From an optimization exercise on the open Yosys and OpenROAD flow, aimed at small area; shortcuts taken in it are not production practice. At most, simulation tests tie the RTL to the original design; equivalence was not proved. Only the layout flow was run in run 1; the RTL was not checked for function there.

==> design/flow/design.v <==
package layer_pkg;
   typedef logic signed [16-1:0] data_t;
   typedef logic [$clog2(8)-1:0] vec_addr_t;
   typedef logic [$clog2(16)-1:0] out_idx_t;
endpackage
package layer_coef_pkg;
   localparam int WEIGHT_ENTRIES = 4 * 8 * (16 / 4);
   localparam int BIAS_ENTRIES   = 4 * (16 / 4);
   localparam logic [WEIGHT_ENTRIES*16-1:0] weight_table = {
      {
         -16'sd38,  16'sd33,  16'sd109, 16'sd24,  -16'sd3,   -16'sd45,  -16'sd19,  16'sd48,
         16'sd103,  16'sd18,  16'sd82,  -16'sd28, 16'sd101,  -16'sd64,  -16'sd108, 16'sd3,
         -16'sd18,  16'sd107, 16'sd2,   -16'sd45, -16'sd85,  16'sd22,   16'sd86,   16'sd32,
         -16'sd1,   -16'sd105, 16'sd81, 16'sd42,  16'sd45,   16'sd39,   -16'sd54,  16'sd63
      },
      {
         16'sd29,   -16'sd75, -16'sd24, 16'sd89,  -16'sd12,  -16'sd72,  16'sd114,  -16'sd15,
         -16'sd11,  -16'sd4,  -16'sd36, 16'sd105, 16'sd53,   -16'sd50,  -16'sd37,  16'sd72,
         -16'sd110, -16'sd77, 16'sd9,   16'sd71,  16'sd1,    16'sd100,  16'sd15,   -16'sd72,
         16'sd90,   16'sd84,  16'sd7,   -16'sd36, 16'sd56,   -16'sd106, 16'sd20,   16'sd22
      },
      {
         -16'sd109, -16'sd24, 16'sd30,  16'sd68,  -16'sd123, -16'sd41,  16'sd119,  16'sd31,
         16'sd54,   16'sd121, 16'sd12,  16'sd60,  -16'sd48,  16'sd3,    -16'sd37,  16'sd78,
         16'sd93,   -16'sd101, 16'sd116, -16'sd83, 16'sd31,  -16'sd49,  16'sd124,  16'sd29,
         -16'sd78,  16'sd8,   16'sd67,  16'sd81,  16'sd87,   16'sd63,   -16'sd18,  -16'sd105
      },
      {
         -16'sd2,   -16'sd5,  16'sd22,  -16'sd23, 16'sd96,   -16'sd58,  16'sd36,   -16'sd70,
         16'sd126,  16'sd113, -16'sd73, 16'sd94,  -16'sd73,  16'sd92,   -16'sd104, -16'sd98,
         -16'sd64,  -16'sd77, -16'sd4,  -16'sd9,  -16'sd113, 16'sd20,   16'sd21,   -16'sd3,
         16'sd115,  16'sd106, 16'sd14,  -16'sd126, -16'sd1,  -16'sd93,  16'sd0,    16'sd126
      }
   };
   localparam logic [BIAS_ENTRIES*16-1:0] bias_table = {
      {-16'sd70, 16'sd120, 16'sd71,  -16'sd60},
      {-16'sd47, 16'sd115, -16'sd83, 16'sd67},
      {16'sd41,  16'sd38,  -16'sd81, -16'sd106},
      {16'sd103, 16'sd83,  16'sd0,   -16'sd10}
   };
endpackage
module layer_sequencer (
   input  logic                 clk,
   input  logic                 reset,
   input  logic                 s_valid,
   input  logic                 m_ready,
   output logic                 s_ready,
   output logic                 m_valid,
   output logic                 vec_wr_en,    
   output layer_pkg::vec_addr_t pos,          
   output logic                 run,          
   output logic                 en,           
   output layer_pkg::out_idx_t  out_idx,      
   output logic [5:0]           entry_next,   
   output logic                 x_bypass      
);
   layer_pkg::vec_addr_t load_cnt;    
   logic vec_pending;    
   logic done;           
   logic fire;
   logic can_start;
   logic start;
   logic last_start;     
   logic gap;            
   assign m_valid = done;
   assign fire    = done & m_ready;
   assign can_start  = (pos[1:0] == 2'd0) && (pos[2] != out_idx[0]) && !run && (!done || fire);
   assign start      = can_start && (out_idx != '0 || vec_pending || vec_wr_en);
   assign last_start = can_start && out_idx == 4'd15;
   assign en         = start | run;
   assign s_ready   = (pos == load_cnt) && (load_cnt != '0 || !vec_pending || last_start);
   assign vec_wr_en = s_ready & s_valid;
   assign gap       = (pos == load_cnt) && (load_cnt != '0) && !s_valid;
   assign x_bypass  = (pos == load_cnt) && out_idx == '0;
   layer_pkg::vec_addr_t pos_d;
   layer_pkg::out_idx_t  out_idx_d;
   logic                 finish;         
   assign finish     = run && pos[1:0] == 2'd3 && !(gap && out_idx == '0);
   assign pos_d      = reset ? '0 : pos + 1'b1;
   assign out_idx_d  = reset ? '0 : out_idx + finish;
   assign entry_next = {out_idx_d, pos_d[1:0]};
   always_ff @(posedge clk) begin
      pos     <= pos_d;
      out_idx <= out_idx_d;
   end
   always_ff @(posedge clk) begin
      if (reset) begin
         load_cnt    <= '0;
         vec_pending <= 1'b0;
         run         <= 1'b0;
         done        <= 1'b0;
      end else begin
         if (vec_wr_en)
            load_cnt <= load_cnt + 1'b1;
         if (vec_wr_en && load_cnt == 3'd7)
            vec_pending <= 1'b1;
         else if (start && out_idx == 4'd15)
            vec_pending <= 1'b0;
         if (start)
            run <= 1'b1;
         else if (run && (pos[1:0] == 2'd3 || (gap && out_idx == '0)))
            run <= 1'b0;
         if (finish)
            done <= 1'b1;
         else if (fire)
            done <= 1'b0;
      end
   end
endmodule
module mac_lane (
   input  logic                 clk,
   input  logic                 run,        
   input  logic                 en,         
   input  layer_pkg::out_idx_t  out_idx,
   input  layer_pkg::vec_addr_t pos,
   input  logic [5:0]           entry_next,    
   input  layer_pkg::data_t     x_a,
   input  layer_pkg::data_t     x_b,
   output layer_pkg::data_t     acc,
   output logic [16-1:0] acc_cy    
);
   localparam int ENTRIES = 16 * 4;
   logic [4*ENTRIES-1:0] a_one, a_two, a_neg, b_one, b_two, b_neg;
   logic [16*8-1:0] b_rom;
   logic [ENTRIES*8-1:0]        wa_rom, wb_rom;
   genvar i;
   generate
      for (i = 0; i < ENTRIES; i++) begin : g_w
         localparam int J  = i / 4;
         localparam int CA = (1 - J % 2) * 4 + i % 4;
         localparam int CB = (J % 2) * 4 + i % 4;
         localparam int EA = (J % 4) * 8 * (16 / 4)
                             + (J / 4) * 8 + CA;
         localparam int EB = (J % 4) * 8 * (16 / 4)
                             + (J / 4) * 8 + CB;
         localparam logic [8:0] WA = {layer_coef_pkg::weight_table[(layer_coef_pkg::WEIGHT_ENTRIES - 1 - EA) * 16 +: 8], 1'b0};
         localparam logic [8:0] WB = {layer_coef_pkg::weight_table[(layer_coef_pkg::WEIGHT_ENTRIES - 1 - EB) * 16 +: 8], 1'b0};
         assign wa_rom[i*8 +: 8] = WA[8:1];
         assign wb_rom[i*8 +: 8] = WB[8:1];
         for (genvar k = 0; k < 4; k++) begin : g_k
            assign a_one[k*ENTRIES + i] = WA[2*k+1] ^ WA[2*k];
            assign a_two[k*ENTRIES + i] = (WA[2*k+2] & ~WA[2*k+1] & ~WA[2*k]) | (~WA[2*k+2] & WA[2*k+1] & WA[2*k]);
            assign a_neg[k*ENTRIES + i] = WA[2*k+2] & ~(WA[2*k+1] & WA[2*k]);
            assign b_one[k*ENTRIES + i] = WB[2*k+1] ^ WB[2*k];
            assign b_two[k*ENTRIES + i] = (WB[2*k+2] & ~WB[2*k+1] & ~WB[2*k]) | (~WB[2*k+2] & WB[2*k+1] & WB[2*k]);
            assign b_neg[k*ENTRIES + i] = WB[2*k+2] & ~(WB[2*k+1] & WB[2*k]);
         end
      end
      for (i = 0; i < 16; i++) begin : g_b
         localparam int E = (i % 4) * (16 / 4) + i / 4;
         assign b_rom[i*8 +: 8] =
            layer_coef_pkg::bias_table[(layer_coef_pkg::BIAS_ENTRIES - 1 - E) * 16 +: 8];
      end
   endgenerate
   logic [5:0]  entry;
   logic [7:0]  bias;
   logic [15:0] addend;
   logic [3:0]  neg_a, one_a, two_a, neg_b, one_b, two_b;
   assign entry  = {out_idx, pos[1:0]};
   assign bias   = b_rom[out_idx*8 +: 8];
   assign addend = run ? acc : {{8{bias[7]}}, bias};
   generate
      for (i = 0; i < 4; i++) begin : g_digit
         assign one_a[i] = a_one[i*ENTRIES + entry];
         assign two_a[i] = a_two[i*ENTRIES + entry];
         assign neg_a[i] = a_neg[i*ENTRIES + entry];
         assign one_b[i] = b_one[i*ENTRIES + entry];
         assign two_b[i] = b_two[i*ENTRIES + entry];
         assign neg_b[i] = b_neg[i*ENTRIES + entry];
      end
   endgenerate
   logic [15:0] pp_a0;
   assign pp_a0[0] = ((one_a[0] & x_a[0])) ^ neg_a[0];
   assign pp_a0[1] = ((one_a[0] & x_a[1]) | (two_a[0] & x_a[0])) ^ neg_a[0];
   assign pp_a0[2] = ((one_a[0] & x_a[2]) | (two_a[0] & x_a[1])) ^ neg_a[0];
   assign pp_a0[3] = ((one_a[0] & x_a[3]) | (two_a[0] & x_a[2])) ^ neg_a[0];
   assign pp_a0[4] = ((one_a[0] & x_a[4]) | (two_a[0] & x_a[3])) ^ neg_a[0];
   assign pp_a0[5] = ((one_a[0] & x_a[5]) | (two_a[0] & x_a[4])) ^ neg_a[0];
   assign pp_a0[6] = ((one_a[0] & x_a[6]) | (two_a[0] & x_a[5])) ^ neg_a[0];
   assign pp_a0[7] = ((one_a[0] & x_a[7]) | (two_a[0] & x_a[6])) ^ neg_a[0];
   assign pp_a0[8] = ((one_a[0] & x_a[8]) | (two_a[0] & x_a[7])) ^ neg_a[0];
   assign pp_a0[9] = ((one_a[0] & x_a[9]) | (two_a[0] & x_a[8])) ^ neg_a[0];
   assign pp_a0[10] = ((one_a[0] & x_a[10]) | (two_a[0] & x_a[9])) ^ neg_a[0];
   assign pp_a0[11] = ((one_a[0] & x_a[11]) | (two_a[0] & x_a[10])) ^ neg_a[0];
   assign pp_a0[12] = ((one_a[0] & x_a[12]) | (two_a[0] & x_a[11])) ^ neg_a[0];
   assign pp_a0[13] = ((one_a[0] & x_a[13]) | (two_a[0] & x_a[12])) ^ neg_a[0];
   assign pp_a0[14] = ((one_a[0] & x_a[14]) | (two_a[0] & x_a[13])) ^ neg_a[0];
   assign pp_a0[15] = ((one_a[0] & x_a[15]) | (two_a[0] & x_a[14])) ^ neg_a[0];
   logic [15:2] pp_a1;
   assign pp_a1[2] = ((one_a[1] & x_a[0])) ^ neg_a[1];
   assign pp_a1[3] = ((one_a[1] & x_a[1]) | (two_a[1] & x_a[0])) ^ neg_a[1];
   assign pp_a1[4] = ((one_a[1] & x_a[2]) | (two_a[1] & x_a[1])) ^ neg_a[1];
   assign pp_a1[5] = ((one_a[1] & x_a[3]) | (two_a[1] & x_a[2])) ^ neg_a[1];
   assign pp_a1[6] = ((one_a[1] & x_a[4]) | (two_a[1] & x_a[3])) ^ neg_a[1];
   assign pp_a1[7] = ((one_a[1] & x_a[5]) | (two_a[1] & x_a[4])) ^ neg_a[1];
   assign pp_a1[8] = ((one_a[1] & x_a[6]) | (two_a[1] & x_a[5])) ^ neg_a[1];
   assign pp_a1[9] = ((one_a[1] & x_a[7]) | (two_a[1] & x_a[6])) ^ neg_a[1];
   assign pp_a1[10] = ((one_a[1] & x_a[8]) | (two_a[1] & x_a[7])) ^ neg_a[1];
   assign pp_a1[11] = ((one_a[1] & x_a[9]) | (two_a[1] & x_a[8])) ^ neg_a[1];
   assign pp_a1[12] = ((one_a[1] & x_a[10]) | (two_a[1] & x_a[9])) ^ neg_a[1];
   assign pp_a1[13] = ((one_a[1] & x_a[11]) | (two_a[1] & x_a[10])) ^ neg_a[1];
   assign pp_a1[14] = ((one_a[1] & x_a[12]) | (two_a[1] & x_a[11])) ^ neg_a[1];
   assign pp_a1[15] = ((one_a[1] & x_a[13]) | (two_a[1] & x_a[12])) ^ neg_a[1];
   logic [15:4] pp_a2;
   assign pp_a2[4] = ((one_a[2] & x_a[0])) ^ neg_a[2];
   assign pp_a2[5] = ((one_a[2] & x_a[1]) | (two_a[2] & x_a[0])) ^ neg_a[2];
   assign pp_a2[6] = ((one_a[2] & x_a[2]) | (two_a[2] & x_a[1])) ^ neg_a[2];
   assign pp_a2[7] = ((one_a[2] & x_a[3]) | (two_a[2] & x_a[2])) ^ neg_a[2];
   assign pp_a2[8] = ((one_a[2] & x_a[4]) | (two_a[2] & x_a[3])) ^ neg_a[2];
   assign pp_a2[9] = ((one_a[2] & x_a[5]) | (two_a[2] & x_a[4])) ^ neg_a[2];
   assign pp_a2[10] = ((one_a[2] & x_a[6]) | (two_a[2] & x_a[5])) ^ neg_a[2];
   assign pp_a2[11] = ((one_a[2] & x_a[7]) | (two_a[2] & x_a[6])) ^ neg_a[2];
   assign pp_a2[12] = ((one_a[2] & x_a[8]) | (two_a[2] & x_a[7])) ^ neg_a[2];
   assign pp_a2[13] = ((one_a[2] & x_a[9]) | (two_a[2] & x_a[8])) ^ neg_a[2];
   assign pp_a2[14] = ((one_a[2] & x_a[10]) | (two_a[2] & x_a[9])) ^ neg_a[2];
   assign pp_a2[15] = ((one_a[2] & x_a[11]) | (two_a[2] & x_a[10])) ^ neg_a[2];
   logic [15:6] pp_a3;
   assign pp_a3[6] = ((one_a[3] & x_a[0])) ^ neg_a[3];
   assign pp_a3[7] = ((one_a[3] & x_a[1]) | (two_a[3] & x_a[0])) ^ neg_a[3];
   assign pp_a3[8] = ((one_a[3] & x_a[2]) | (two_a[3] & x_a[1])) ^ neg_a[3];
   assign pp_a3[9] = ((one_a[3] & x_a[3]) | (two_a[3] & x_a[2])) ^ neg_a[3];
   assign pp_a3[10] = ((one_a[3] & x_a[4]) | (two_a[3] & x_a[3])) ^ neg_a[3];
   assign pp_a3[11] = ((one_a[3] & x_a[5]) | (two_a[3] & x_a[4])) ^ neg_a[3];
   assign pp_a3[12] = ((one_a[3] & x_a[6]) | (two_a[3] & x_a[5])) ^ neg_a[3];
   assign pp_a3[13] = ((one_a[3] & x_a[7]) | (two_a[3] & x_a[6])) ^ neg_a[3];
   assign pp_a3[14] = ((one_a[3] & x_a[8]) | (two_a[3] & x_a[7])) ^ neg_a[3];
   assign pp_a3[15] = ((one_a[3] & x_a[9]) | (two_a[3] & x_a[8])) ^ neg_a[3];
   logic [15:0] pp_b0;
   assign pp_b0[0] = ((one_b[0] & x_b[0])) ^ neg_b[0];
   assign pp_b0[1] = ((one_b[0] & x_b[1]) | (two_b[0] & x_b[0])) ^ neg_b[0];
   assign pp_b0[2] = ((one_b[0] & x_b[2]) | (two_b[0] & x_b[1])) ^ neg_b[0];
   assign pp_b0[3] = ((one_b[0] & x_b[3]) | (two_b[0] & x_b[2])) ^ neg_b[0];
   assign pp_b0[4] = ((one_b[0] & x_b[4]) | (two_b[0] & x_b[3])) ^ neg_b[0];
   assign pp_b0[5] = ((one_b[0] & x_b[5]) | (two_b[0] & x_b[4])) ^ neg_b[0];
   assign pp_b0[6] = ((one_b[0] & x_b[6]) | (two_b[0] & x_b[5])) ^ neg_b[0];
   assign pp_b0[7] = ((one_b[0] & x_b[7]) | (two_b[0] & x_b[6])) ^ neg_b[0];
   assign pp_b0[8] = ((one_b[0] & x_b[8]) | (two_b[0] & x_b[7])) ^ neg_b[0];
   assign pp_b0[9] = ((one_b[0] & x_b[9]) | (two_b[0] & x_b[8])) ^ neg_b[0];
   assign pp_b0[10] = ((one_b[0] & x_b[10]) | (two_b[0] & x_b[9])) ^ neg_b[0];
   assign pp_b0[11] = ((one_b[0] & x_b[11]) | (two_b[0] & x_b[10])) ^ neg_b[0];
   assign pp_b0[12] = ((one_b[0] & x_b[12]) | (two_b[0] & x_b[11])) ^ neg_b[0];
   assign pp_b0[13] = ((one_b[0] & x_b[13]) | (two_b[0] & x_b[12])) ^ neg_b[0];
   assign pp_b0[14] = ((one_b[0] & x_b[14]) | (two_b[0] & x_b[13])) ^ neg_b[0];
   assign pp_b0[15] = ((one_b[0] & x_b[15]) | (two_b[0] & x_b[14])) ^ neg_b[0];
   logic [15:2] pp_b1;
   assign pp_b1[2] = ((one_b[1] & x_b[0])) ^ neg_b[1];
   assign pp_b1[3] = ((one_b[1] & x_b[1]) | (two_b[1] & x_b[0])) ^ neg_b[1];
   assign pp_b1[4] = ((one_b[1] & x_b[2]) | (two_b[1] & x_b[1])) ^ neg_b[1];
   assign pp_b1[5] = ((one_b[1] & x_b[3]) | (two_b[1] & x_b[2])) ^ neg_b[1];
   assign pp_b1[6] = ((one_b[1] & x_b[4]) | (two_b[1] & x_b[3])) ^ neg_b[1];
   assign pp_b1[7] = ((one_b[1] & x_b[5]) | (two_b[1] & x_b[4])) ^ neg_b[1];
   assign pp_b1[8] = ((one_b[1] & x_b[6]) | (two_b[1] & x_b[5])) ^ neg_b[1];
   assign pp_b1[9] = ((one_b[1] & x_b[7]) | (two_b[1] & x_b[6])) ^ neg_b[1];
   assign pp_b1[10] = ((one_b[1] & x_b[8]) | (two_b[1] & x_b[7])) ^ neg_b[1];
   assign pp_b1[11] = ((one_b[1] & x_b[9]) | (two_b[1] & x_b[8])) ^ neg_b[1];
   assign pp_b1[12] = ((one_b[1] & x_b[10]) | (two_b[1] & x_b[9])) ^ neg_b[1];
   assign pp_b1[13] = ((one_b[1] & x_b[11]) | (two_b[1] & x_b[10])) ^ neg_b[1];
   assign pp_b1[14] = ((one_b[1] & x_b[12]) | (two_b[1] & x_b[11])) ^ neg_b[1];
   assign pp_b1[15] = ((one_b[1] & x_b[13]) | (two_b[1] & x_b[12])) ^ neg_b[1];
   logic [15:4] pp_b2;
   assign pp_b2[4] = ((one_b[2] & x_b[0])) ^ neg_b[2];
   assign pp_b2[5] = ((one_b[2] & x_b[1]) | (two_b[2] & x_b[0])) ^ neg_b[2];
   assign pp_b2[6] = ((one_b[2] & x_b[2]) | (two_b[2] & x_b[1])) ^ neg_b[2];
   assign pp_b2[7] = ((one_b[2] & x_b[3]) | (two_b[2] & x_b[2])) ^ neg_b[2];
   assign pp_b2[8] = ((one_b[2] & x_b[4]) | (two_b[2] & x_b[3])) ^ neg_b[2];
   assign pp_b2[9] = ((one_b[2] & x_b[5]) | (two_b[2] & x_b[4])) ^ neg_b[2];
   assign pp_b2[10] = ((one_b[2] & x_b[6]) | (two_b[2] & x_b[5])) ^ neg_b[2];
   assign pp_b2[11] = ((one_b[2] & x_b[7]) | (two_b[2] & x_b[6])) ^ neg_b[2];
   assign pp_b2[12] = ((one_b[2] & x_b[8]) | (two_b[2] & x_b[7])) ^ neg_b[2];
   assign pp_b2[13] = ((one_b[2] & x_b[9]) | (two_b[2] & x_b[8])) ^ neg_b[2];
   assign pp_b2[14] = ((one_b[2] & x_b[10]) | (two_b[2] & x_b[9])) ^ neg_b[2];
   assign pp_b2[15] = ((one_b[2] & x_b[11]) | (two_b[2] & x_b[10])) ^ neg_b[2];
   logic [15:6] pp_b3;
   assign pp_b3[6] = ((one_b[3] & x_b[0])) ^ neg_b[3];
   assign pp_b3[7] = ((one_b[3] & x_b[1]) | (two_b[3] & x_b[0])) ^ neg_b[3];
   assign pp_b3[8] = ((one_b[3] & x_b[2]) | (two_b[3] & x_b[1])) ^ neg_b[3];
   assign pp_b3[9] = ((one_b[3] & x_b[3]) | (two_b[3] & x_b[2])) ^ neg_b[3];
   assign pp_b3[10] = ((one_b[3] & x_b[4]) | (two_b[3] & x_b[3])) ^ neg_b[3];
   assign pp_b3[11] = ((one_b[3] & x_b[5]) | (two_b[3] & x_b[4])) ^ neg_b[3];
   assign pp_b3[12] = ((one_b[3] & x_b[6]) | (two_b[3] & x_b[5])) ^ neg_b[3];
   assign pp_b3[13] = ((one_b[3] & x_b[7]) | (two_b[3] & x_b[6])) ^ neg_b[3];
   assign pp_b3[14] = ((one_b[3] & x_b[8]) | (two_b[3] & x_b[7])) ^ neg_b[3];
   assign pp_b3[15] = ((one_b[3] & x_b[9]) | (two_b[3] & x_b[8])) ^ neg_b[3];
   logic s1, c2, s3, c4, s5, c6, s7, c8, s9, c10, s11, c12, s13, c14, s15, c16;
   logic s17, c18, s19, s20, c21, s22, c23, s24, c25, s26, c27, s28, c29, s30, c31, s32;
   logic c33, s34, c35, s36, c37, s38, c39, s40, c41, s42, c43, s44, c45, s46, c47, s48;
   logic c49, s50, c51, s52, c53, s54, c55, s56, c57, s58, c59, s60, c61, s62, c63, s64;
   logic c65, s66, c67, s68, c69, s70, c71, s72, c73, s74, c75, s76, c77, s78, c79, s80;
   logic c81, s82, c83, s84, s85, s86, s87, c88, s89, c90, s91, c92, s93, c94, s95, c96;
   logic s97, c98, s99, c100, s101, c102, s103, c104, s105, c106, s107, c108, s109, c110, s111, c112;
   logic s113, c114, s115, c116, s117, c118, s119, c120, s121, c122, s123, c124, s125, c126, s127, c128;
   logic s129, c130, s131, c132, s133, c134, s135, c136, s137, c138, s139, s140, s141, c142, s143, c144;
   logic s145, c146, s147, c148, s149, c150, s151, c152, s153, c154, s155, c156, s157, c158, s159, c160;
   logic s161, c162, s163, c164, s165, c166, s167, c168, s169, c170, s171, s172, c173, s174, c175, s176;
   logic c177, s178, c179, s180, c181, s182, c183, s184, c185, s186, c187, s188, c189, s190, c191, s192;
   logic c193, s194, c195, s196, c197, s198, c199, s200, c201, s202;
   assign s1 = neg_a[3] ^ neg_b[3] ^ addend[6];
   assign c2 = (neg_a[3] & neg_b[3]) | (neg_a[3] & addend[6]) | (neg_b[3] & addend[6]);
   assign s3 = addend[7] ^ pp_b0[7];
   assign c4 = addend[7] & pp_b0[7];
   assign s5 = addend[8] ^ pp_b0[8];
   assign c6 = addend[8] & pp_b0[8];
   assign s7 = addend[9] ^ pp_b0[9];
   assign c8 = addend[9] & pp_b0[9];
   assign s9 = addend[10] ^ pp_b0[10];
   assign c10 = addend[10] & pp_b0[10];
   assign s11 = addend[11] ^ pp_b0[11];
   assign c12 = addend[11] & pp_b0[11];
   assign s13 = addend[12] ^ pp_b0[12];
   assign c14 = addend[12] & pp_b0[12];
   assign s15 = addend[13] ^ pp_b0[13];
   assign c16 = addend[13] & pp_b0[13];
   assign s17 = addend[14] ^ pp_b0[14];
   assign c18 = addend[14] & pp_b0[14];
   assign s19 = addend[15] ^ pp_b0[15];
   assign s20 = neg_a[1] ^ neg_b[1];
   assign c21 = neg_a[1] & neg_b[1];
   assign s22 = neg_a[2] ^ neg_b[2] ^ addend[4];
   assign c23 = (neg_a[2] & neg_b[2]) | (neg_a[2] & addend[4]) | (neg_b[2] & addend[4]);
   assign s24 = pp_b0[4] ^ pp_b1[4];
   assign c25 = pp_b0[4] & pp_b1[4];
   assign s26 = addend[5] ^ pp_b0[5] ^ pp_b1[5];
   assign c27 = (addend[5] & pp_b0[5]) | (addend[5] & pp_b1[5]) | (pp_b0[5] & pp_b1[5]);
   assign s28 = pp_b2[5] ^ pp_a0[5];
   assign c29 = pp_b2[5] & pp_a0[5];
   assign s30 = pp_b0[6] ^ pp_b1[6] ^ pp_b2[6];
   assign c31 = (pp_b0[6] & pp_b1[6]) | (pp_b0[6] & pp_b2[6]) | (pp_b1[6] & pp_b2[6]);
   assign s32 = pp_b3[6] ^ s1 ^ pp_a0[6];
   assign c33 = (pp_b3[6] & s1) | (pp_b3[6] & pp_a0[6]) | (s1 & pp_a0[6]);
   assign s34 = pp_a1[6] ^ pp_a2[6];
   assign c35 = pp_a1[6] & pp_a2[6];
   assign s36 = pp_b1[7] ^ pp_b2[7] ^ pp_b3[7];
   assign c37 = (pp_b1[7] & pp_b2[7]) | (pp_b1[7] & pp_b3[7]) | (pp_b2[7] & pp_b3[7]);
   assign s38 = c2 ^ s3 ^ pp_a0[7];
   assign c39 = (c2 & s3) | (c2 & pp_a0[7]) | (s3 & pp_a0[7]);
   assign s40 = pp_a1[7] ^ pp_a2[7] ^ pp_a3[7];
   assign c41 = (pp_a1[7] & pp_a2[7]) | (pp_a1[7] & pp_a3[7]) | (pp_a2[7] & pp_a3[7]);
   assign s42 = pp_b1[8] ^ pp_b2[8] ^ pp_b3[8];
   assign c43 = (pp_b1[8] & pp_b2[8]) | (pp_b1[8] & pp_b3[8]) | (pp_b2[8] & pp_b3[8]);
   assign s44 = c4 ^ s5 ^ pp_a0[8];
   assign c45 = (c4 & s5) | (c4 & pp_a0[8]) | (s5 & pp_a0[8]);
   assign s46 = pp_a1[8] ^ pp_a2[8] ^ pp_a3[8];
   assign c47 = (pp_a1[8] & pp_a2[8]) | (pp_a1[8] & pp_a3[8]) | (pp_a2[8] & pp_a3[8]);
   assign s48 = pp_b1[9] ^ pp_b2[9] ^ pp_b3[9];
   assign c49 = (pp_b1[9] & pp_b2[9]) | (pp_b1[9] & pp_b3[9]) | (pp_b2[9] & pp_b3[9]);
   assign s50 = c6 ^ s7 ^ pp_a0[9];
   assign c51 = (c6 & s7) | (c6 & pp_a0[9]) | (s7 & pp_a0[9]);
   assign s52 = pp_a1[9] ^ pp_a2[9] ^ pp_a3[9];
   assign c53 = (pp_a1[9] & pp_a2[9]) | (pp_a1[9] & pp_a3[9]) | (pp_a2[9] & pp_a3[9]);
   assign s54 = pp_b1[10] ^ pp_b2[10] ^ pp_b3[10];
   assign c55 = (pp_b1[10] & pp_b2[10]) | (pp_b1[10] & pp_b3[10]) | (pp_b2[10] & pp_b3[10]);
   assign s56 = c8 ^ s9 ^ pp_a0[10];
   assign c57 = (c8 & s9) | (c8 & pp_a0[10]) | (s9 & pp_a0[10]);
   assign s58 = pp_a1[10] ^ pp_a2[10] ^ pp_a3[10];
   assign c59 = (pp_a1[10] & pp_a2[10]) | (pp_a1[10] & pp_a3[10]) | (pp_a2[10] & pp_a3[10]);
   assign s60 = pp_b1[11] ^ pp_b2[11] ^ pp_b3[11];
   assign c61 = (pp_b1[11] & pp_b2[11]) | (pp_b1[11] & pp_b3[11]) | (pp_b2[11] & pp_b3[11]);
   assign s62 = c10 ^ s11 ^ pp_a0[11];
   assign c63 = (c10 & s11) | (c10 & pp_a0[11]) | (s11 & pp_a0[11]);
   assign s64 = pp_a1[11] ^ pp_a2[11] ^ pp_a3[11];
   assign c65 = (pp_a1[11] & pp_a2[11]) | (pp_a1[11] & pp_a3[11]) | (pp_a2[11] & pp_a3[11]);
   assign s66 = pp_b1[12] ^ pp_b2[12] ^ pp_b3[12];
   assign c67 = (pp_b1[12] & pp_b2[12]) | (pp_b1[12] & pp_b3[12]) | (pp_b2[12] & pp_b3[12]);
   assign s68 = c12 ^ s13 ^ pp_a0[12];
   assign c69 = (c12 & s13) | (c12 & pp_a0[12]) | (s13 & pp_a0[12]);
   assign s70 = pp_a1[12] ^ pp_a2[12] ^ pp_a3[12];
   assign c71 = (pp_a1[12] & pp_a2[12]) | (pp_a1[12] & pp_a3[12]) | (pp_a2[12] & pp_a3[12]);
   assign s72 = pp_b1[13] ^ pp_b2[13] ^ pp_b3[13];
   assign c73 = (pp_b1[13] & pp_b2[13]) | (pp_b1[13] & pp_b3[13]) | (pp_b2[13] & pp_b3[13]);
   assign s74 = c14 ^ s15 ^ pp_a0[13];
   assign c75 = (c14 & s15) | (c14 & pp_a0[13]) | (s15 & pp_a0[13]);
   assign s76 = pp_a1[13] ^ pp_a2[13] ^ pp_a3[13];
   assign c77 = (pp_a1[13] & pp_a2[13]) | (pp_a1[13] & pp_a3[13]) | (pp_a2[13] & pp_a3[13]);
   assign s78 = pp_b1[14] ^ pp_b2[14] ^ pp_b3[14];
   assign c79 = (pp_b1[14] & pp_b2[14]) | (pp_b1[14] & pp_b3[14]) | (pp_b2[14] & pp_b3[14]);
   assign s80 = c16 ^ s17 ^ pp_a0[14];
   assign c81 = (c16 & s17) | (c16 & pp_a0[14]) | (s17 & pp_a0[14]);
   assign s82 = pp_a1[14] ^ pp_a2[14] ^ pp_a3[14];
   assign c83 = (pp_a1[14] & pp_a2[14]) | (pp_a1[14] & pp_a3[14]) | (pp_a2[14] & pp_a3[14]);
   assign s84 = pp_b1[15] ^ pp_b2[15] ^ pp_b3[15];
   assign s85 = c18 ^ s19 ^ pp_a0[15];
   assign s86 = pp_a1[15] ^ pp_a2[15] ^ pp_a3[15];
   assign s87 = neg_a[0] ^ neg_b[0];
   assign c88 = neg_a[0] & neg_b[0];
   assign s89 = addend[2] ^ s20 ^ pp_b0[2];
   assign c90 = (addend[2] & s20) | (addend[2] & pp_b0[2]) | (s20 & pp_b0[2]);
   assign s91 = addend[3] ^ c21 ^ pp_b0[3];
   assign c92 = (addend[3] & c21) | (addend[3] & pp_b0[3]) | (c21 & pp_b0[3]);
   assign s93 = pp_b1[3] ^ pp_a0[3];
   assign c94 = pp_b1[3] & pp_a0[3];
   assign s95 = pp_b2[4] ^ s22 ^ s24;
   assign c96 = (pp_b2[4] & s22) | (pp_b2[4] & s24) | (s22 & s24);
   assign s97 = pp_a0[4] ^ pp_a1[4] ^ pp_a2[4];
   assign c98 = (pp_a0[4] & pp_a1[4]) | (pp_a0[4] & pp_a2[4]) | (pp_a1[4] & pp_a2[4]);
   assign s99 = c23 ^ c25 ^ s26;
   assign c100 = (c23 & c25) | (c23 & s26) | (c25 & s26);
   assign s101 = pp_a1[5] ^ pp_a2[5] ^ s28;
   assign c102 = (pp_a1[5] & pp_a2[5]) | (pp_a1[5] & s28) | (pp_a2[5] & s28);
   assign s103 = c27 ^ s30 ^ pp_a3[6];
   assign c104 = (c27 & s30) | (c27 & pp_a3[6]) | (s30 & pp_a3[6]);
   assign s105 = c29 ^ s34 ^ s32;
   assign c106 = (c29 & s34) | (c29 & s32) | (s34 & s32);
   assign s107 = c31 ^ s36 ^ c35;
   assign c108 = (c31 & s36) | (c31 & c35) | (s36 & c35);
   assign s109 = c33 ^ s38 ^ s40;
   assign c110 = (c33 & s38) | (c33 & s40) | (s38 & s40);
   assign s111 = c37 ^ s42 ^ c39;
   assign c112 = (c37 & s42) | (c37 & c39) | (s42 & c39);
   assign s113 = c41 ^ s44 ^ s46;
   assign c114 = (c41 & s44) | (c41 & s46) | (s44 & s46);
   assign s115 = c43 ^ s48 ^ c45;
   assign c116 = (c43 & s48) | (c43 & c45) | (s48 & c45);
   assign s117 = c47 ^ s50 ^ s52;
   assign c118 = (c47 & s50) | (c47 & s52) | (s50 & s52);
   assign s119 = c49 ^ s54 ^ c51;
   assign c120 = (c49 & s54) | (c49 & c51) | (s54 & c51);
   assign s121 = c53 ^ s56 ^ s58;
   assign c122 = (c53 & s56) | (c53 & s58) | (s56 & s58);
   assign s123 = c55 ^ s60 ^ c57;
   assign c124 = (c55 & s60) | (c55 & c57) | (s60 & c57);
   assign s125 = c59 ^ s62 ^ s64;
   assign c126 = (c59 & s62) | (c59 & s64) | (s62 & s64);
   assign s127 = c61 ^ s66 ^ c63;
   assign c128 = (c61 & s66) | (c61 & c63) | (s66 & c63);
   assign s129 = c65 ^ s68 ^ s70;
   assign c130 = (c65 & s68) | (c65 & s70) | (s68 & s70);
   assign s131 = c67 ^ s72 ^ c69;
   assign c132 = (c67 & s72) | (c67 & c69) | (s72 & c69);
   assign s133 = c71 ^ s74 ^ s76;
   assign c134 = (c71 & s74) | (c71 & s76) | (s74 & s76);
   assign s135 = c73 ^ s78 ^ c75;
   assign c136 = (c73 & s78) | (c73 & c75) | (s78 & c75);
   assign s137 = c77 ^ s80 ^ s82;
   assign c138 = (c77 & s80) | (c77 & s82) | (s80 & s82);
   assign s139 = c79 ^ s84 ^ c81;
   assign s140 = c83 ^ s85 ^ s86;
   assign s141 = addend[0] ^ s87;
   assign c142 = addend[0] & s87;
   assign s143 = addend[1] ^ c88 ^ pp_b0[1];
   assign c144 = (addend[1] & c88) | (addend[1] & pp_b0[1]) | (c88 & pp_b0[1]);
   assign s145 = pp_b1[2] ^ s89 ^ pp_a0[2];
   assign c146 = (pp_b1[2] & s89) | (pp_b1[2] & pp_a0[2]) | (s89 & pp_a0[2]);
   assign s147 = c90 ^ s91 ^ pp_a1[3];
   assign c148 = (c90 & s91) | (c90 & pp_a1[3]) | (s91 & pp_a1[3]);
   assign s149 = c92 ^ s95 ^ c94;
   assign c150 = (c92 & s95) | (c92 & c94) | (s95 & c94);
   assign s151 = c96 ^ s99 ^ c98;
   assign c152 = (c96 & s99) | (c96 & c98) | (s99 & c98);
   assign s153 = c100 ^ s103 ^ c102;
   assign c154 = (c100 & s103) | (c100 & c102) | (s103 & c102);
   assign s155 = c104 ^ s107 ^ c106;
   assign c156 = (c104 & s107) | (c104 & c106) | (s107 & c106);
   assign s157 = c108 ^ s111 ^ c110;
   assign c158 = (c108 & s111) | (c108 & c110) | (s111 & c110);
   assign s159 = c112 ^ s115 ^ c114;
   assign c160 = (c112 & s115) | (c112 & c114) | (s115 & c114);
   assign s161 = c116 ^ s119 ^ c118;
   assign c162 = (c116 & s119) | (c116 & c118) | (s119 & c118);
   assign s163 = c120 ^ s123 ^ c122;
   assign c164 = (c120 & s123) | (c120 & c122) | (s123 & c122);
   assign s165 = c124 ^ s127 ^ c126;
   assign c166 = (c124 & s127) | (c124 & c126) | (s127 & c126);
   assign s167 = c128 ^ s131 ^ c130;
   assign c168 = (c128 & s131) | (c128 & c130) | (s131 & c130);
   assign s169 = c132 ^ s135 ^ c134;
   assign c170 = (c132 & s135) | (c132 & c134) | (s135 & c134);
   assign s171 = c136 ^ s139 ^ c138;
   assign s172 = pp_b0[0] ^ s141;
   assign c173 = pp_b0[0] & s141;
   assign s174 = c142 ^ s143 ^ pp_a0[1];
   assign c175 = (c142 & s143) | (c142 & pp_a0[1]) | (s143 & pp_a0[1]);
   assign s176 = c144 ^ pp_a1[2] ^ s145;
   assign c177 = (c144 & pp_a1[2]) | (c144 & s145) | (pp_a1[2] & s145);
   assign s178 = s93 ^ c146 ^ s147;
   assign c179 = (s93 & c146) | (s93 & s147) | (c146 & s147);
   assign s180 = c148 ^ s97 ^ s149;
   assign c181 = (c148 & s97) | (c148 & s149) | (s97 & s149);
   assign s182 = c150 ^ s101 ^ s151;
   assign c183 = (c150 & s101) | (c150 & s151) | (s101 & s151);
   assign s184 = c152 ^ s105 ^ s153;
   assign c185 = (c152 & s105) | (c152 & s153) | (s105 & s153);
   assign s186 = s109 ^ c154 ^ s155;
   assign c187 = (s109 & c154) | (s109 & s155) | (c154 & s155);
   assign s188 = s113 ^ c156 ^ s157;
   assign c189 = (s113 & c156) | (s113 & s157) | (c156 & s157);
   assign s190 = s117 ^ c158 ^ s159;
   assign c191 = (s117 & c158) | (s117 & s159) | (c158 & s159);
   assign s192 = s121 ^ c160 ^ s161;
   assign c193 = (s121 & c160) | (s121 & s161) | (c160 & s161);
   assign s194 = s125 ^ c162 ^ s163;
   assign c195 = (s125 & c162) | (s125 & s163) | (c162 & s163);
   assign s196 = s129 ^ c164 ^ s165;
   assign c197 = (s129 & c164) | (s129 & s165) | (c164 & s165);
   assign s198 = s133 ^ c166 ^ s167;
   assign c199 = (s133 & c166) | (s133 & s167) | (c166 & s167);
   assign s200 = s137 ^ c168 ^ s169;
   assign c201 = (s137 & c168) | (s137 & s169) | (c168 & s169);
   assign s202 = s140 ^ c170 ^ s171;
   logic [15:0] op_a, op_b;
   assign op_a = {s202, s200, s198, s196, s194, s192, s190, s188, s186, s184, s182, s180, s178, s176, s174, pp_a0[0]};
   assign op_b = {c201, c199, c197, c195, c193, c191, c189, c187, c185, c183, c181, c179, c177, c175, c173, s172};
   logic [15:0] cy;
   logic [15:0] sum;
   logic [15:0] cy_out;
   assign cy[0] = 1'b0;
   assign sum[0] = op_a[0] ^ op_b[0] ^ cy[0];
   assign cy[1] = (op_a[0] & op_b[0]) | (op_a[0] & cy[0]) | (op_b[0] & cy[0]);
   assign sum[1] = op_a[1] ^ op_b[1] ^ cy[1];
   assign cy[2] = (op_a[1] & op_b[1]) | (op_a[1] & cy[1]) | (op_b[1] & cy[1]);
   assign sum[2] = op_a[2] ^ op_b[2] ^ cy[2];
   assign cy[3] = (op_a[2] & op_b[2]) | (op_a[2] & cy[2]) | (op_b[2] & cy[2]);
   assign sum[3] = op_a[3] ^ op_b[3] ^ cy[3];
   assign cy[4] = (op_a[3] & op_b[3]) | (op_a[3] & cy[3]) | (op_b[3] & cy[3]);
   assign sum[4] = op_a[4] ^ op_b[4] ^ cy[4];
   assign cy_out[5] = (op_a[4] & op_b[4]) | (op_a[4] & cy[4]) | (op_b[4] & cy[4]);
   assign cy[5] = run & acc_cy[5];
   assign sum[5] = op_a[5] ^ op_b[5] ^ cy[5];
   assign cy[6] = (op_a[5] & op_b[5]) | (op_a[5] & cy[5]) | (op_b[5] & cy[5]);
   assign sum[6] = op_a[6] ^ op_b[6] ^ cy[6];
   assign cy[7] = (op_a[6] & op_b[6]) | (op_a[6] & cy[6]) | (op_b[6] & cy[6]);
   assign sum[7] = op_a[7] ^ op_b[7] ^ cy[7];
   assign cy[8] = (op_a[7] & op_b[7]) | (op_a[7] & cy[7]) | (op_b[7] & cy[7]);
   assign sum[8] = op_a[8] ^ op_b[8] ^ cy[8];
   assign cy_out[9] = (op_a[8] & op_b[8]) | (op_a[8] & cy[8]) | (op_b[8] & cy[8]);
   assign cy[9] = run & acc_cy[9];
   assign sum[9] = op_a[9] ^ op_b[9] ^ cy[9];
   assign cy[10] = (op_a[9] & op_b[9]) | (op_a[9] & cy[9]) | (op_b[9] & cy[9]);
   assign sum[10] = op_a[10] ^ op_b[10] ^ cy[10];
   assign cy[11] = (op_a[10] & op_b[10]) | (op_a[10] & cy[10]) | (op_b[10] & cy[10]);
   assign sum[11] = op_a[11] ^ op_b[11] ^ cy[11];
   assign cy[12] = (op_a[11] & op_b[11]) | (op_a[11] & cy[11]) | (op_b[11] & cy[11]);
   assign sum[12] = op_a[12] ^ op_b[12] ^ cy[12];
   assign cy_out[13] = (op_a[12] & op_b[12]) | (op_a[12] & cy[12]) | (op_b[12] & cy[12]);
   assign cy[13] = run & acc_cy[13];
   assign sum[13] = op_a[13] ^ op_b[13] ^ cy[13];
   assign cy[14] = (op_a[13] & op_b[13]) | (op_a[13] & cy[13]) | (op_b[13] & cy[13]);
   assign sum[14] = op_a[14] ^ op_b[14] ^ cy[14];
   assign cy[15] = (op_a[14] & op_b[14]) | (op_a[14] & cy[14]) | (op_b[14] & cy[14]);
   assign sum[15] = op_a[15] ^ op_b[15] ^ cy[15];
   assign cy_out[0] = 1'b0;
   assign cy_out[1] = 1'b0;
   assign cy_out[2] = 1'b0;
   assign cy_out[3] = 1'b0;
   assign cy_out[4] = 1'b0;
   assign cy_out[6] = 1'b0;
   assign cy_out[7] = 1'b0;
   assign cy_out[8] = 1'b0;
   assign cy_out[10] = 1'b0;
   assign cy_out[11] = 1'b0;
   assign cy_out[12] = 1'b0;
   assign cy_out[14] = 1'b0;
   assign cy_out[15] = 1'b0;
   logic [15:0] cy_q;    
   always_ff @(posedge clk)
      if (en) begin
         acc  <= sum;
         cy_q <= cy_out & 16'h2220;
      end
   assign acc_cy = cy_q & 16'h2220;
endmodule
module mac_array (
   input  logic                 clk,
   input  logic                 vec_wr_en,
   input  logic                 x_bypass,
   input  layer_pkg::data_t     data_in,
   input  layer_pkg::vec_addr_t pos,
   input  logic                 run,
   input  logic                 en,
   input  layer_pkg::out_idx_t  out_idx,
   input  logic [5:0]           entry_next,
   output layer_pkg::data_t     acc,
   output logic [16-1:0] acc_cy
);
   layer_pkg::data_t ring [0:8-1];
   always_ff @(posedge clk) begin
      for (int k = 0; k < 8 - 1; k++)
         ring[k] <= ring[k+1];
      ring[8-1] <= vec_wr_en ? data_in : ring[0];
   end
   mac_lane u_lane (
      .clk     (clk),
      .run     (run),
      .en      (en),
      .out_idx (out_idx),
      .pos     (pos),
      .entry_next (entry_next),
      .x_a     (x_bypass ? data_in : ring[0]),    
      .x_b     (ring[8/2]),           
      .acc     (acc),
      .acc_cy  (acc_cy)
   );
endmodule
module result_buffer (
   input  layer_pkg::data_t acc,
   input  logic [16-1:0] acc_cy,
   output layer_pkg::data_t data_out
);
   layer_pkg::data_t result;
   assign result   = acc + acc_cy;
   assign data_out = result[16-1] ? '0 : result;
endmodule
module layer_top (
   input  logic             clk,
   input  logic             reset,
   input  logic             s_valid,
   input  logic             m_ready,
   input  layer_pkg::data_t data_in,
   output logic             s_ready,
   output logic             m_valid,
   output layer_pkg::data_t data_out
);
   logic                 vec_wr_en;
   logic                 x_bypass;
   layer_pkg::vec_addr_t pos;
   logic                 run, en;
   layer_pkg::out_idx_t  out_idx;
   logic [5:0]           entry_next;
   layer_pkg::data_t     acc;
   logic [16-1:0] acc_cy;
   layer_sequencer u_sequencer (
      .clk       (clk),
      .reset     (reset),
      .s_valid   (s_valid),
      .m_ready   (m_ready),
      .s_ready   (s_ready),
      .m_valid   (m_valid),
      .vec_wr_en (vec_wr_en),
      .pos       (pos),
      .run       (run),
      .en        (en),
      .out_idx   (out_idx),
      .entry_next(entry_next),
      .x_bypass  (x_bypass)
   );
   mac_array u_mac_array (
      .clk       (clk),
      .vec_wr_en (vec_wr_en),
      .x_bypass  (x_bypass),
      .data_in   (data_in),
      .pos       (pos),
      .run       (run),
      .en        (en),
      .out_idx   (out_idx),
      .entry_next(entry_next),
      .acc       (acc),
      .acc_cy    (acc_cy)
   );
   result_buffer u_result_buffer (
      .acc      (acc),
      .acc_cy   (acc_cy),
      .data_out (data_out)
   );
endmodule
==> design/flow/flow/run.sh <==
#!/bin/bash
# The standard layout (standard.sh) with extra ORFS make variables, one
# per line in flow/make_vars. Each ORFS step keeps its own log under
# orfs/logs; make's own output goes to flow_make.log here.
set -euo pipefail
args=()
while IFS= read -r line; do
   [[ -z "$line" || "$line" == \#* ]] && continue
   args+=("$line")
done < flow/make_vars
bash standard.sh "${args[@]}" finish > flow_make.log 2>&1
==> design/flow/flow/make_vars <==
BUFFER_PORTS_ARGS=-buffer_cell sky130_fd_sc_hd__buf_1
==> design/flow/standard.sh <==
#!/bin/bash
# synth_recipe.tcl (not shown) runs the flow's synth.tcl, then flattens the netlist and writes it again
# the make line also repeats each setting of config.mk as NAME=value (left out here)
make -C /OpenROAD-flow-scripts/flow DESIGN_CONFIG=/design/flow/config.mk WORK_HOME=/design/flow/orfs CLKGATE_MAP_FILE= SYNTH_SCRIPT=/design/flow/synth_recipe.tcl "${@:-finish}"
==> design/flow/config.mk <==
export PLATFORM = sky130hd
export DESIGN_NAME = layer_top
export DESIGN_NICKNAME = layer_top
export VERILOG_FILES = /design/flow/design.v
export SDC_FILE = /design/flow/constraint.sdc
export NUM_CORES = 4
export LEC_CHECK = 0
export CAP_MARGIN = 20
export CORE_MARGIN = 2
export CORE_UTILIZATION = 40
export SLEW_MARGIN = 20
==> design/flow/constraint.sdc <==
create_clock -name core_clock -period 7.0 [get_ports {clk}]
set_input_delay 1.4000 -clock core_clock [delete_from_list [all_inputs] [get_ports {clk}]]
set_output_delay 1.4000 -clock core_clock [all_outputs]
set_load 0.01 [all_outputs]
==> results of run 1 <==
==> metrics by stage <==
step                 util
finish              0.490
detailed placement  0.458
global route        0.490
global placement    0.458
CTS                 0.479
floorplan               -
==> sequential cells by signal, indices dropped and copies added, names as in the netlist <==
name / cells
u_sequencer.out_idx: 4
u_mac_array.u_lane.cy_q: 3
u_sequencer.pos: 3
u_sequencer.load_cnt: 3
u_sequencer.done: 1
u_mac_array.u_lane.acc: 16
u_sequencer.vec_pending: 1
u_mac_array.ring: 128
u_sequencer.run: 1
==> cell type report <==
class	count	area, µm²
Clock buffer	17	425
Sequential cell	160	3410
Multi-Input combinational cell	808	7420
Timing Repair Buffer	177	1300
Inverter	127	490
Fill cell	2633	14300
Clock inverter	15	158
Tap cell	378	473
==> cells by family (layout without fill, tap and decap cells) <==
logic type / Yosys count / after routing / share of synthesized area
simple gates: 210 / 210 / 0.0886
buf+inv: 210 / 336 / 0.0736
compound gates: 274 / 274 / 0.164
mux: 46 / 46 / 0.0490
other cells: 1 / 1 / 0.000329
flops: 160 / 160 / 0.297
xor+xnor: 135 / 135 / 0.109
fa+ha+maj: 142 / 142 / 0.218
==> layout by cell type, fill, tap and decap left out, types with 17 or more instances in the layout <==
cell,instances
a21oi_1,42
mux2i_1,17
nand2_1,53
edfxtp_1,19
nor2_1,58
fa_1,92
dfxtp_1,136
xnor2_1,95
mux2_2,19
a22oi_1,49
buf_1,36
clkbuf_16,17
nand2b_1,19
ha_1,40
buf_4,130
o22ai_1,51
o21ai_0,35
inv_1,116
xor2_1,32
==> timing repair <==
action | 4_1_cts | 5_1_grt
buffers inserted | 0 | 10
endpoints found under the hold margin | 0 | 0
hold buffers | 0 | 0
gates resized for setup | 0 | 50
endpoints found under the setup margin | 0 | 1
==> critical path, delay by kind of cell, from the launching register on <==
family	cells	cell delay [ps]
fa+ha+maj	8	3130
xor+xnor	9	1570
compound gates	3	600
buf+inv	5	390
flops	1	380
simple gates	2	310
==> worst max-delay path by stage <==
stage | startpoint | to | cells past startpoint
floorplan | u_sequencer.pos[0]$_SDFF_PP0_ | u_mac_array.u_lane.acc[15]$_DFFE_PP_ | 29
global placement | u_sequencer.pos[0]$_SDFF_PP0_ | u_mac_array.u_lane.acc[15]$_DFFE_PP_ | 26
detailed placement | u_sequencer.pos[1]$_SDFF_PP0_ | u_mac_array.u_lane.acc[15]$_DFFE_PP_ | 26
CTS | u_sequencer.pos[1]$_SDFF_PP0_ | u_mac_array.u_lane.acc[15]$_DFFE_PP_ | 26
global route | u_sequencer.pos[1]$_SDFF_PP0_ | u_mac_array.u_lane.acc[15]$_DFFE_PP_ | 29
finish | u_sequencer.pos[0]$_SDFF_PP0_ | u_mac_array.u_lane.acc[15]$_DFFE_PP_ | 27
==> routing by layer <==
metal / part of all wire / up-vias
li1: - / 4225
met1: 0.46 / 4476
met2: 0.43 / 395
met3: 0.075 / 76
met4: 0.039 / 0
met5: 0 / -
==> results list, run 1 <==
- Period minus WS final: 6630 ps
- The congestion estimate from routability-driven global placement came to 0.993.
- The H-tree was split into 4 levels.
- Num rows: 61
- Detailed-route wire length: 35300 µm
- Dominant cell by count in the synthesized netlist: dfxtp_1
* Worst hold margin: 320 ps
- Worst setup slack after placement: 22.6 ps
- The setup check on the worst reg-to-reg path leaves a slack of 370 ps.
* Highest-utilization routing layer at the global route stage: met2
- After synthesis the netlist holds a flip-flop and latch count of 160.
- Number of max-slew violations in the final report: 0
* Final design area excluding fillers: 13700 µm²
- Clock tree synthesis found a total of 160 sinks.
- The detail route stage leaves a number of antenna-violating nets equal to 0.
- Data arrival time of the critical path: 6820 ps
- The slowest stage of the critical path belongs to the cell fa_1.
- Of all nets on the critical path, the largest fanout is 7.
* Number of buffers between clock root and the deepest sink: 2
- Data on the critical path is required at its endpoint by 7190 ps.
* Syn Std Cell Area: 11400 µm²
- Across all setup checks in the final design, the least slack found is 371 ps.
* Sequential element share of the synthesized area: 0.297
- Entering global routing, the biggest net connects 41 pins.
* Finished Layout Cells: 1682
- DP HPWL: 27600 µm
- For this block, the initial DRC count from the detailed router was 774.
- The endpoint identified for the worst register-to-register timing path is u_mac_array.u_lane.acc[15]$_DFFE_PP_.
* Count of warnings emitted by yosys: 5
- 0 antenna diodes ended up in the layout.
* Crit path kind: reg -> reg
- Largest stage delay, worst path: 500 ps
- Fraction of met3 tracks used by global routing: 0.0528
* Share of post-route cells with drive strength above 1: 0.207
- Measured along the x axis, the die boundary spans 173 µm.
* Number of vias after detailed routing: 9172
- I/O pin count: 38
* Mapped Nets: 1340
- Type of element launching the critical path: flip-flop
- Status: finished clean
* Aggregate global routing overflow: 0
- Among all flip-flop cells after synthesis, the most frequent one is dfxtp_1.
* Number of cells on the worst reg-to-reg path: 27
- After detailed routing, the number of vias per cell comes to 5.45.
* Worst clock skew: 39.7 ps
- In this run the standard cell core region covers 27900 µm².
- In the routed design, unresolved DRC markers number 0.
* Endpoint class of the critical path: flip-flop
* Floorplan die area: 29900 µm²
* Synth top area share: 0.247
* CTS tree: yes
- Slew @ Worst Pin: 944 ps
- Detailed-router iteration count before antenna repair: 5
- Routed WL per cell: 21.0 µm
- Gate count after technology mapping: 1178
- Initial antenna violation count: 0
- Die height: 173 µm
- Relative to the synthesized area, the layout overhead comes to 19.9%.
- For this configuration, the core starts out at a cell density of 0.409.
- Ranked by instance count, the synthesized netlist is headed by dfxtp_1 (141), inv_1 (119), xnor2_1 (97).
- Setup violations remaining at the end of the flow were counted as 0.
- Clock-pin slew was measured on the worst setup and hold paths at 70 ps.
- Across every metal layer, demand over resource in global routing totals 0.241.
- Each instance of the synthesized netlist takes up on average 9.69 µm².
- Once placement completed, the tool counted placed cells totaling 1640.
* Inserted Clock Buffers: 17
- Clock tree synthesis selected as its root buffer the cell clkbuf_16.
- The largest total area in the synthesized netlist belongs to dfxtp_1.
- Number of different library cells in the post-synthesis netlist: 69
- Dividing the final minimum period by the clock period gives 0.947.
- The net count of the finished layout is 1453.
- Static timing analysis puts the maximum clock frequency at 151 MHz.
- The via count of the first global-routing pass came to 9391.
* Post-synth ARST share: 0
- Most frequent CP cell: xnor2_1
- Clock latency reported for the late side of the worst-skew pair: 460 ps
- Worst hold path class: reg -> reg
- Area contributors post-synth: dfxtp_1 (25%), fa_1 (17%), xnor2_1 (7.4%)
- Unrepaired setup endpoints after global routing: false
- Cell count of the worst hold path: 0
* Post-synth EDFFs: 19
- Cell Area, Placed: 12800 µm²
- Max Cap Violations: 0
- First-pass GRT wire length: 55000 µm
* Worst rel slew slack: 0.369
* I/O Buffers: 36
* Hold path startpoint: u_mac_array.ring[6][2]$_DFF_P_
- For met2 alone, demand over resource in global routing was 0.355.
* Reg-to-Reg Start: u_sequencer.pos[0]$_SDFF_PP0_
* Final TNS setup: 0 ps
* Met1 Track Usage GR: 0.341
- Number of failing hold endpoints at the final stage: 0
- The path with the worst hold slack has its endpoint at u_mac_array.ring[5][2]$_DFF_P_.
==> run 2: changes to the inputs <==
--- a/design/flow/design.v
+++ b/design/flow/design.v
@@ -159,14 +159,22 @@
    assign entry  = {out_idx, pos[1:0]};
    assign bias   = b_rom[out_idx*8 +: 8];
    assign addend = run ? acc : {{8{bias[7]}}, bias};
+   logic [7:0] wa_q, wb_q;
+   always_ff @(posedge clk) begin
+      wa_q <= wa_rom[entry_next*8 +: 8];
+      wb_q <= wb_rom[entry_next*8 +: 8];
+   end
+   logic [8:0] wxa, wxb;
+   assign wxa = {wa_q, 1'b0};
+   assign wxb = {wb_q, 1'b0};
    generate
       for (i = 0; i < 4; i++) begin : g_digit
-         assign one_a[i] = a_one[i*ENTRIES + entry];
-         assign two_a[i] = a_two[i*ENTRIES + entry];
-         assign neg_a[i] = a_neg[i*ENTRIES + entry];
-         assign one_b[i] = b_one[i*ENTRIES + entry];
-         assign two_b[i] = b_two[i*ENTRIES + entry];
-         assign neg_b[i] = b_neg[i*ENTRIES + entry];
+         assign one_a[i] = wxa[2*i+1] ^ wxa[2*i];
+         assign two_a[i] = (wxa[2*i+2] & ~wxa[2*i+1] & ~wxa[2*i]) | (~wxa[2*i+2] & wxa[2*i+1] & wxa[2*i]);
+         assign neg_a[i] = wxa[2*i+2] & ~(wxa[2*i+1] & wxa[2*i]);
+         assign one_b[i] = wxb[2*i+1] ^ wxb[2*i];
+         assign two_b[i] = (wxb[2*i+2] & ~wxb[2*i+1] & ~wxb[2*i]) | (~wxb[2*i+2] & wxb[2*i+1] & wxb[2*i]);
+         assign neg_b[i] = wxb[2*i+2] & ~(wxb[2*i+1] & wxb[2*i]);
       end
    endgenerate
    logic [15:0] pp_a0;
==> design/flow/flow/make_vars (replaced) <==
BUFFER_PORTS_ARGS=-buffer_cell sky130_fd_sc_hd__buf_1
CTS_BUF_LIST=sky130_fd_sc_hd__clkbuf_8
GPL_TIMING_DRIVEN=0
==> run 2 against run 1 <==
Compared with the run above:
- global-route usage down 1.1 points
- clock skew fell by 15 ps
- die area grew 3.3%
==> results list, run 2 <==
- Status: finished clean (unchanged)
* Most frequent standard cell in the layout excluding fill and tap cells: dfxtp_1 (unchanged)
* Endpoint class of the critical path: flip-flop (unchanged)
* Detailed-router iteration count before antenna repair: 5 (unchanged)
- The largest driver fanout on the critical path is 10 (was 7).
- The area added between synthesis and finish is 8.88% (was 19.9%).
* Pin count of the biggest net entering global routing: 20 (was 41)
- The total congestion overflow was 0 (unchanged).
- The aggregate routed wire length is 34400 µm (was 35300 µm).
* Post-synth ARST share: 0 (unchanged)
- Type of element launching the critical path: flip-flop (unchanged)
- The half-perimeter wire length after detailed placement is 26300 µm (was 27600 µm).
* Mapped Nets: 1421 (was 1340)
* Clock latency reported for the late side of the worst-skew pair: 470 ps (was 460 ps)
* Max Cap Violations: 0 (unchanged)
- Main flop type after synthesis: dfxtp_1 (unchanged)
* DIE WIDTH: 176 µm (was 173 µm)
* Logic depth of the worst setup path including buffers: 20 (was 27)
- Number of nets in the final layout: 1475 (was 1453)
- Unrepaired setup endpoints after global routing: false (unchanged)
* Number of setup violations in the final report: 0 (unchanged)
- The violation count after the first detailed-routing iteration was 1080 (was 774).
* Count of warnings emitted by yosys: 5 (unchanged)
- Crit share post-route: 0.952 (was 0.947)
- Area contributors post-synth: dfxtp_1 (27%), fa_1 (16%), xnor2_1 (6.9%) (was dfxtp_1 (25%), fa_1 (17%), xnor2_1 (7.4%)).
- Worst clock skew: 24.3 ps (was 39.7 ps)
- Average size of a mapped cell: 9.40 µm² (was 9.69 µm²)
- Clock transition at path regs: 110 ps (was 70 ps)
* Vias in the first global route: 9133 (was 9391)
* Register with the most flip-flops: u_mac_array.ring (unchanged)
- The cell type with the highest aggregate area in the netlist is dfxtp_1 (unchanged).
- Post-CTS repair timing setup buffer count: 0 (unchanged)
- The final critical path time including I/O delays and setup was 6660 ps (was 6630 ps).
* Critical Path, Cell by Cell: buf_1 > buf_1 > xnor2_1 > a21oi_1 > ha_1 > fa_1 > fa_1 > inv_1 > fa_1 > inv_1 > fa_1 > inv_1 > fa_1 > fa_1 > xnor2_1 > xnor2_1 > xnor2_1 > xnor2_1 > xnor2_1 > xnor3_1
- Slew @ Worst Pin: 1070 ps (was 944 ps)
- Inserted Clock Buffers: 17 (unchanged)
- The average via count per standard cell was 5.51 (was 5.45).
- The type of the tightest min-delay check is reg -> reg (unchanged).
* Syn Std Cell Area: 11800 µm² (was 11400 µm²)
- Top cells by instance count after synthesis: dfxtp_1 (157), inv_1 (136), fa_1 (95) (was dfxtp_1 (141), inv_1 (119), xnor2_1 (97)).
- The peak clock frequency supported by timing is 150 MHz (was 151 MHz).
- Gate count after technology mapping: 1256 (was 1178)
- The number of pins exceeding their max-slew limit in the final report came to 0 (unchanged).
* Post-synth EDFFs: 19 (unchanged)
- The die span in y was 176 µm (was 173 µm).
- The number of H-tree branching levels was 4 (unchanged).
* CP top delay family: adder cells (unchanged)
* Slowest library cell on the worst path: buf_1 (was fa_1)
- Sink Count: 176 (was 160)
- The type of the worst setup path was reg -> reg (unchanged).
* Initial antenna violation count: 0 (unchanged)
- Share of post-route cells with drive strength above 1: 0.0650 (was 0.207)
- First-pass GRT wire length: 54100 µm (was 55000 µm)
- The tightest hold margin is 310 ps (was 320 ps).
- Cell count of the worst hold path: 0 (unchanged)
- Largest stage delay, worst path: 620 ps (was 500 ps)
- Num rows: 62 (was 61)
* Synth top area share: 0.266 (was 0.247)
- Antenna cell count: 0 (unchanged)
- CTS tree: yes (unchanged)
- The tightest slew margin relative to the limit came to 0.290 (was 0.369).
* Floorplan die area: 30900 µm² (was 29900 µm²)
- The count of cell types in the netlist came to 61 (was 69).
- The core footprint came to 28900 µm² (was 27900 µm²).
- Weighted congestion at the end of routability-driven global placement: 0.943 (was 0.993)
- CP required: 7220 ps (was 7190 ps)
- The count of antenna-violating nets left after detailed routing is 0 (unchanged).
* Data arrival time of the critical path: 6890 ps (was 6820 ps)
- The initial standard-cell utilization of the core was 0.409 (about the same).
* Number of vias after detailed routing: 9402 (was 9172)
* Number of flip-flops in the largest register: 128 (unchanged)
- Top library cells by usage in the layout, fill and taps aside: dfxtp_1 (155), inv_1 (137), fa_1 (95) (was dfxtp_1 (136), buf_4 (130), inv_1 (116)).
* I/O pin count: 38 (unchanged)
* Sequential element share of the synthesized area: 0.315 (was 0.297)
* Buffers & Inverters on Critical Path: 5 (unchanged)
- Dominant cell by count in the synthesized netlist: dfxtp_1 (unchanged)
- Number of buffers between clock root and the deepest sink: 2 (unchanged)
* Post-layout utilization of the core: 0.445 (was 0.490)
- The number of register bits inferred by synthesis was 176 (was 160).
- The final number of hold-violating endpoints was 0 (unchanged).
- The DRC violation count after routing was 0 (unchanged).
* I/O Buffers: 36 (unchanged)
* Routed WL per cell: 20.1 µm (was 21.0 µm)
- Largest registers: u_mac_array.ring: 128 flops, u_mac_array.u_lane.acc: 16 flops (was u_mac_array.ring: 128 flops, u_mac_array.u_lane.acc: 16 flops, u_sequencer.out_idx: 4 flops)
* Number of cells on the worst reg-to-reg path: 20 (was 27)
* CTS root buf: clkbuf_8 (was clkbuf_16)
- The combined global-route utilization of all metal layers was 0.230 (was 0.241).
==> run 2: cell types whose count changed in the layout (fill, tap and decap cells not counted), moves of 13 or more <==
| cell | change |
|---|---|
| dfxtp_1 | +19 |
| o22ai_1 | -36 |
| inv_1 | +21 |
| nand2_1 | +36 |
| o21ai_0 | +18 |
| a21oi_1 | +45 |
| buf_1 | +20 |
| buf_4 | -128 |
| clkbuf_16 | -17 |
| a21o_1 | -13 |
| clkbuf_1 | +58 |
| a22oi_1 | +22 |
| clkbuf_8 | +19 |
==> run 2: worst register-to-register path, stage by stage, from the launching register on <==
cell and delay, ps:
dfxtp_1 500, buf_1 570, buf_1 620, xnor2_1 190, a21oi_1 100, ha_1 330, fa_1 410, fa_1 490
inv_1 50, fa_1 490, inv_1 50, fa_1 480, inv_1 60, fa_1 440, fa_1 440, xnor2_1 200
xnor2_1 160, xnor2_1 150, xnor2_1 170, xnor2_1 180, xnor3_1 350
==> run 2: area by class of cell <==
type / instances / area, µm²
timing repair buffer: 36 / 135
sequential: 176 / 3720
buffer: 89 / 365
fill: 2856 / 16000
tap: 384 / 480
inverter: 141 / 529
multi-input combinational: 849 / 7200
clock buffer: 19 / 262
clock inverter: 13 / 168
==> run 2: cell families after synthesis <==
kind of cell,share of synthesized area
buffers and inverters,0.0762
xor gates and xnor gates,0.0943
muxes,0.0506
other,0.000318
DFF,0.315
adders and majority gates,0.214
and+or+nand+nor,0.0861
AOI/OAI and AO/OA,0.164
==> run 2: repair_timing <==
item,4_1_cts,5_1_grt
endpoints found under the setup margin,1,1
hold buffers,0,0
resized for setup,1,2
cloned,0,0
==> run 2: path summary, 6_finish.rpt <==
| path | from | to | slack [ps] |
|---|---|---|---|
| worst min register to register | u_mac_array.ring[5][11]$_DFF_P_ | u_mac_array.ring[4][11]$_DFF_P_ | 310 |
| worst max register to register | u_mac_array.u_lane.wb_q[1]$_DFF_P_ | u_mac_array.u_lane.acc[15]$_DFFE_PP_ | 340 |
| worst max-delay path | u_mac_array.u_lane.wb_q[1]$_DFF_P_ | u_mac_array.u_lane.acc[15]$_DFFE_PP_ | 340 |
| worst min-delay path | u_mac_array.ring[5][11]$_DFF_P_ | u_mac_array.ring[4][11]$_DFF_P_ | 310 |
==> run 2: routing by layer <==
layer  global-route usage  vias to the layer above  share of wire
met5                    0                        -              0
met4               0.0778                        0          0.026
met3               0.0364                       62          0.073
met2                0.371                      451           0.46
met1                0.315                     4574           0.44
li1                     -                     4315              -
==> run 2: metrics by stage <==
step / instance area, µm² / TNS [ps] / instances / setup WS [ps]
after floorplan: 11800 / 0 / 1256 / 950
after global placement: 12400 / -21.5 / 1676 / -21.5
after detailed placement: 12400 / -3.70 / 1676 / -3.70
after CTS: 12900 / 0 / 1708 / 43.1
after global routing: 12900 / 0 / 1707 / 14.7
final: 12900 / 0 / 1707 / 338

==> port drivers added, routing unchanged <==
The flow's constraints put no driver on any port. The routed layouts listed below were extracted and timed again, unchanged, in two steps.
Step 1, drivers: a clkbuf_16 drives clk and a buf_2 each remaining input, both assumed.
Step 2 times the ports against the registers' clock, not the clock port: input delays grow and output delays shrink by t, the midpoint of the rising clock arrivals with the driver on.
Slacks: no drivers / after step 1 / after step 2; pairs: no drivers / after step 1.
run	t (ns)	setup WS [ns]	worst setup path after step 2	clock arrival spread, ns	worst slew at a driven data input, ns
run 1	0.488	0.371 / 0.371 / 0.371	register to register	0.040 / 0.040	0.05
run 2	0.504	0.338 / 0.338 / 0.338	register to register	0.025 / 0.025	0.03
After both steps every run listed still meets setup and hold.
